Source: an optimization exercise on an open RTL-to-GDS flow (aim: small area). Production flows keep margins and buffers that such runs may drop. Power and IR drop assume default switching activity.

==> flow/design.v <==
module si_countrate #(
    parameter int WORD_WIDTH = 4,
    parameter int CNT_WIDTH  = 16
) (
    input  logic                     clk,
    input  logic                     rst,
    input  logic                     s_axis_tvalid,
    output logic                     s_axis_tready,
    input  logic [WORD_WIDTH-1:0]    s_axis_tkeep,
    input  logic [5*WORD_WIDTH-1:0]  s_axis_channel,
    input  logic [64*WORD_WIDTH-1:0] s_axis_tagtime,
    input  logic [WORD_WIDTH-1:0]    s_axis_rising_edge,
    input  logic [7:0]               wb_adr_i,
    input  logic [31:0]              wb_dat_i,
    output logic [31:0]              wb_dat_o,
    input  logic                     wb_we_i,
    input  logic                     wb_stb_i,
    input  logic                     wb_cyc_i,
    output logic                     wb_ack_o
);
    localparam int NCH   = 32;
    localparam int PC_W  = $clog2(WORD_WIDTH + 1);
    localparam int SUM_W = CNT_WIDTH + PC_W;
    localparam logic [CNT_WIDTH-1:0] CNT_MAX = '1;
    localparam logic [63:0] WLEN_RESET = 64'd1_000_000_000;
    logic        ctrl_en_q;
    logic [1:0]  ctrl_mode_q;
    logic [63:0] wlen_q;
    logic [31:0] wdone_q;
    logic        gap_q;
    logic        sat_q;
    logic        ack_q;
    logic [31:0] dat_q;
    logic [31:0] rd_data;
    logic        wb_req;
    logic        wb_wr;
    logic        clr_status;
    logic        snap_vld_q;
    logic        ctrl_en_n;
    logic [1:0]  ctrl_mode_n;
    logic [63:0] wlen_n;
    logic [CNT_WIDTH-1:0] live_q [NCH];
    logic [CNT_WIDTH-1:0] snap_q [NCH];
    assign s_axis_tready = ~rst;
    assign wb_ack_o      = ack_q;
    assign wb_dat_o      = dat_q;
    assign wb_req     = wb_cyc_i & wb_stb_i & ~ack_q;
    assign wb_wr      = wb_req & wb_we_i;
    assign clr_status = wb_wr && (wb_adr_i == 8'h10);
    always_comb begin
        rd_data = '0;
        if (wb_adr_i[1:0] == 2'b00) begin
            if (wb_adr_i[7]) begin
                rd_data = snap_vld_q ? 32'(snap_q[wb_adr_i[6:2]]) : 32'd0;
            end else begin
                case (wb_adr_i[6:2])
                    5'd0:    rd_data = {29'd0, ctrl_mode_q, ctrl_en_q};
                    5'd1:    rd_data = wlen_q[31:0];
                    5'd2:    rd_data = wlen_q[63:32];
                    5'd3:    rd_data = wdone_q;
                    5'd4:    rd_data = {30'd0, sat_q, gap_q};
                    default: rd_data = '0;
                endcase
            end
        end
    end
    always_comb begin
        ctrl_en_n   = ctrl_en_q;
        ctrl_mode_n = ctrl_mode_q;
        wlen_n      = wlen_q;
        if (wb_wr && wb_adr_i == 8'h00) begin
            ctrl_en_n   = wb_dat_i[0];
            ctrl_mode_n = wb_dat_i[2:1];
        end
        if (wb_wr && wb_adr_i == 8'h04) wlen_n[31:0]  = wb_dat_i;
        if (wb_wr && wb_adr_i == 8'h08) wlen_n[63:32] = wb_dat_i;
        if (rst) begin
            ctrl_en_n   = 1'b0;
            ctrl_mode_n = 2'b00;
            wlen_n      = WLEN_RESET;
        end
    end
    always_ff @(posedge clk) begin
        ctrl_en_q   <= ctrl_en_n;
        ctrl_mode_q <= ctrl_mode_n;
        wlen_q      <= wlen_n;
        if (rst) begin
            ack_q <= 1'b0;
        end else begin
            ack_q <= wb_req;
            if (wb_req) begin
                dat_q <= rd_data;
            end
        end
    end
    function automatic logic [63:0] add64(input logic [63:0] x, input logic [63:0] y);
        logic [63:0] g, p, gg, pp;
        g  = x & y;
        p  = x ^ y;
        gg = g;
        pp = p;
        for (int l = 0; l < 6; l++) begin
            for (int i = (2 << l) - 1; i < 64; i += (2 << l)) begin
                gg[i] = gg[i] | (pp[i] & gg[i - (1 << l)]);
                pp[i] = pp[i] & pp[i - (1 << l)];
            end
        end
        for (int l = 4; l >= 0; l--) begin
            for (int i = 3 * (1 << l) - 1; i < 64; i += (2 << l)) begin
                gg[i] = gg[i] | (pp[i] & gg[i - (1 << l)]);
                pp[i] = pp[i] & pp[i - (1 << l)];
            end
        end
        add64 = p ^ {gg[62:0], 1'b0};
    endfunction
    function automatic logic ge64(input logic [63:0] x, input logic [63:0] y);
        logic [63:0] g, p;
        g = x & ~y;
        p = x | ~y;
        for (int l = 0; l < 6; l++) begin
            for (int i = (2 << l) - 1; i < 64; i += (2 << l)) begin
                g[i] = g[i] | (p[i] & g[i - (1 << l)]);
                p[i] = p[i] & p[i - (1 << l)];
            end
        end
        ge64 = g[63] | p[63];
    endfunction
    logic [WORD_WIDTH-1:0]    acc_in;
    logic [63:0]              len_n;
    logic [63:0]              ftag_in;
    logic [WORD_WIDTH-1:0]    s1_acc_q;
    logic [5*WORD_WIDTH-1:0]  s1_ch_q;
    logic [64*WORD_WIDTH-1:0] s1_tag_q;
    always_comb begin
        for (int i = 0; i < WORD_WIDTH; i++) begin
            acc_in[i] = s_axis_tvalid & s_axis_tkeep[i] & ctrl_en_q &
                        (ctrl_mode_q[1] | (s_axis_rising_edge[i] ^ ctrl_mode_q[0]));
        end
        len_n   = {wlen_n[63:1], wlen_n[0] | (wlen_n[63:1] == 63'd0)};
        ftag_in = s_axis_tagtime[64*(WORD_WIDTH-1) +: 64];
        for (int i = WORD_WIDTH - 2; i >= 0; i--) begin
            if (acc_in[i]) ftag_in = s_axis_tagtime[i*64 +: 64];
        end
    end
    always_ff @(posedge clk) begin
        s1_acc_q <= acc_in;
        s1_ch_q  <= s_axis_channel;
        s1_tag_q <= s_axis_tagtime;
    end
    logic                  started_q;
    logic [63:0]           wend_q;
    logic [WORD_WIDTH-1:0] acc2;
    logic                  any2;
    logic                  open_mode;
    logic [63:0]           len_q;
    logic [63:0]           sum_a;
    logic [63:0]           sum_b;
    logic [63:0]           sum1;
    logic                  b_found;
    logic [63:0]           b_tag;
    logic [63:0]           gap_end;
    logic                  gap_d;
    logic                  started_n;
    logic [WORD_WIDTH-1:0] pre_d;
    logic [WORD_WIDTH-1:0] post_d;
    always_comb begin
        len_q     = {wlen_q[63:1], wlen_q[0] | (wlen_q[63:1] == 63'd0)};
        acc2      = ctrl_en_q ? s1_acc_q : '0;
        any2      = acc2 != '0;
        open_mode = ~started_q & ~any2;
        sum_a     = open_mode ? ftag_in : wend_q;
        sum_b     = open_mode ? len_n : len_q;
        sum1      = add64(sum_a, sum_b);
        b_found = 1'b0;
        b_tag   = '0;
        pre_d   = acc2;
        post_d  = '0;
        for (int i = 0; i < WORD_WIDTH; i++) begin
            if (acc2[i] && !b_found && ge64(s1_tag_q[i*64 +: 64], wend_q)) begin
                b_found = 1'b1;
                b_tag   = s1_tag_q[i*64 +: 64];
            end
            if (b_found) begin
                pre_d[i]  = 1'b0;
                post_d[i] = acc2[i];
            end
        end
        gap_end = add64(b_tag, len_q);
        gap_d   = b_found & ge64(b_tag, sum1);
        started_n = ~rst & ctrl_en_q & (started_q | any2);
    end
    always_ff @(posedge clk) begin
        started_q <= started_n;
        if (!started_n || open_mode) begin
            wend_q <= sum1;
        end else if (b_found) begin
            wend_q <= gap_d ? gap_end : sum1;
        end
    end
    logic [WORD_WIDTH-1:0]   s2_pre_q;
    logic [WORD_WIDTH-1:0]   s2_post_q;
    logic [5*WORD_WIDTH-1:0] s2_ch_q;
    logic                    s2_close_q;
    logic                    s2_gap_q;
    always_ff @(posedge clk) begin
        s2_pre_q   <= pre_d;
        s2_post_q  <= post_d;
        s2_ch_q    <= s1_ch_q;
        s2_close_q <= b_found;
        s2_gap_q   <= gap_d;
    end
    logic [CNT_WIDTH-1:0] sat_pre [NCH];
    logic [CNT_WIDTH-1:0] live_d  [NCH];
    logic                 sat_hit;
    logic                 live_keep;
    logic                 snap_take;
    always_comb begin
        logic [WORD_WIDTH-1:0] a, p;
        logic [2:0] pc, qc;
        logic       s1, c1, cc;
        logic [3:0] lo;
        logic       allhi, sat;
        logic [CNT_WIDTH:3] cy;
        sat_hit = 1'b0;
        for (int c = 0; c < NCH; c++) begin
            for (int i = 0; i < WORD_WIDTH; i++) begin
                a[i] = (s2_ch_q[i*5 +: 5] == 5'(c)) & s2_pre_q[i];
                p[i] = (s2_ch_q[i*5 +: 5] == 5'(c)) & s2_post_q[i];
            end
            s1 = a[0] ^ a[1] ^ a[2];
            c1 = (a[0] & a[1]) | (a[2] & (a[0] ^ a[1]));
            pc = {c1 & s1 & a[3], c1 ^ (s1 & a[3]), s1 ^ a[3]};
            s1 = p[0] ^ p[1] ^ p[2];
            c1 = (p[0] & p[1]) | (p[2] & (p[0] ^ p[1]));
            qc = {c1 & s1 & p[3], c1 ^ (s1 & p[3]), s1 ^ p[3]};
            lo    = {1'b0, live_q[c][2:0]} + {1'b0, pc};
            allhi = &live_q[c][CNT_WIDTH-1:3];
            sat   = lo[3] & allhi;
            cy[3] = lo[3] & ~allhi;
            sat_pre[c][2:0] = lo[2:0] | {3{sat}};
            for (int b = 3; b < CNT_WIDTH; b++) begin
                sat_pre[c][b] = live_q[c][b] ^ cy[b];
                cy[b+1]       = live_q[c][b] & cy[b];
            end
            if ((pc != 3'd0) && allhi && (lo[3] || (lo[2:0] == 3'd7))) sat_hit = 1'b1;
            live_d[c] = s2_close_q ? CNT_WIDTH'(qc) : sat_pre[c];
        end
    end
    assign live_keep = ~rst & ctrl_en_q;
    assign snap_take = live_keep & s2_close_q;
    always_ff @(posedge clk) begin
        for (int c = 0; c < NCH; c++) begin
            live_q[c] <= live_keep ? live_d[c] : '0;
            if (snap_take) begin
                snap_q[c] <= sat_pre[c];
            end
        end
        if (rst) begin
            snap_vld_q <= 1'b0;
            wdone_q    <= '0;
            gap_q      <= 1'b0;
            sat_q      <= 1'b0;
        end else begin
            gap_q <= (gap_q & ~(clr_status & wb_dat_i[0])) |
                     (ctrl_en_q & s2_close_q & s2_gap_q);
            sat_q <= (sat_q & ~(clr_status & wb_dat_i[1])) |
                     (ctrl_en_q & sat_hit);
            if (snap_take) begin
                snap_vld_q <= 1'b1;
                wdone_q    <= wdone_q + 32'd1;
            end
        end
    end
endmodule
export LEC_CHECK = 0
export CAP_MARGIN = 20
export CORE_MARGIN = 2
export CORE_UTILIZATION = 65
export CTS_BUF_LIST = sky130_fd_sc_hd__clkbuf_4 sky130_fd_sc_hd__clkbuf_8
export PLACE_DENSITY = 0.72
export SLEW_MARGIN = 20
create_clock -name core_clock -period 12.0 [get_ports {clk}]
run.sh (not shown) runs the stock make flow with config.mk's settings and CLKGATE_MAP_FILE= SYNTH_SCRIPT=/design/flow/synth_recipe.tcl, a recipe that flattens the netlist after the stock synthesis.
The baseline finished clean.
Edit:
Settings changed: CORE_UTILIZATION 65 to 40, CTS_BUF_LIST sky130_fd_sc_hd__clkbuf_4 sky130_fd_sc_hd__clkbuf_8 to unset, PLACE_DENSITY 0.72 to unset.
Setup slack degrades by 0.39 ns.
Final area climbs by 2.1%.
Cell count climbs by 9.1%.
Clock power climbs by 9.8%.
Total power climbs by 4.4%.
Non-clock buffer count climbs by 32.
Global-route usage drops by 17 points.
Clock skew drops by 0.0051 ns.
Worst hold slack degrades by 0.039 ns.
Utilization drops by 28 points.
Function was not checked in any run of this note: the RTL went through the layout flow alone.

re-timing with driven ports:
No port has a modelled driver above. Below, the same layouts with a new extraction and two added sets of constraints. Step 1 assumes that a clkbuf_16 drives the clock port and a buf_2 every other input. Step 2 times the ports against the registers' clock, not the clock port: input delays grow and output delays shrink by t, the midpoint of the rising clock arrivals with the driver on. Three values: no drivers, after step 1, after step 2; two values: the first two.
| run | t, ns | setup slack, ns | worst setup path at the end | worst data-port slew with drivers (ns) |
|---|---|---|---|---|
| the first run | 1.077 | 0.892 / 0.946 / -0.131 | input to register | 0.18 |
| the second run | 0.927 | 0.498 / 0.566 / -0.361 | input to register | 0.23 |
Met with ideal ports but missed after step 2: setup timing in the first run and the second run. For the first run, which loses most, drivers alone change the setup slack by +0.054 ns; drivers and shift together by -1.023 ns.
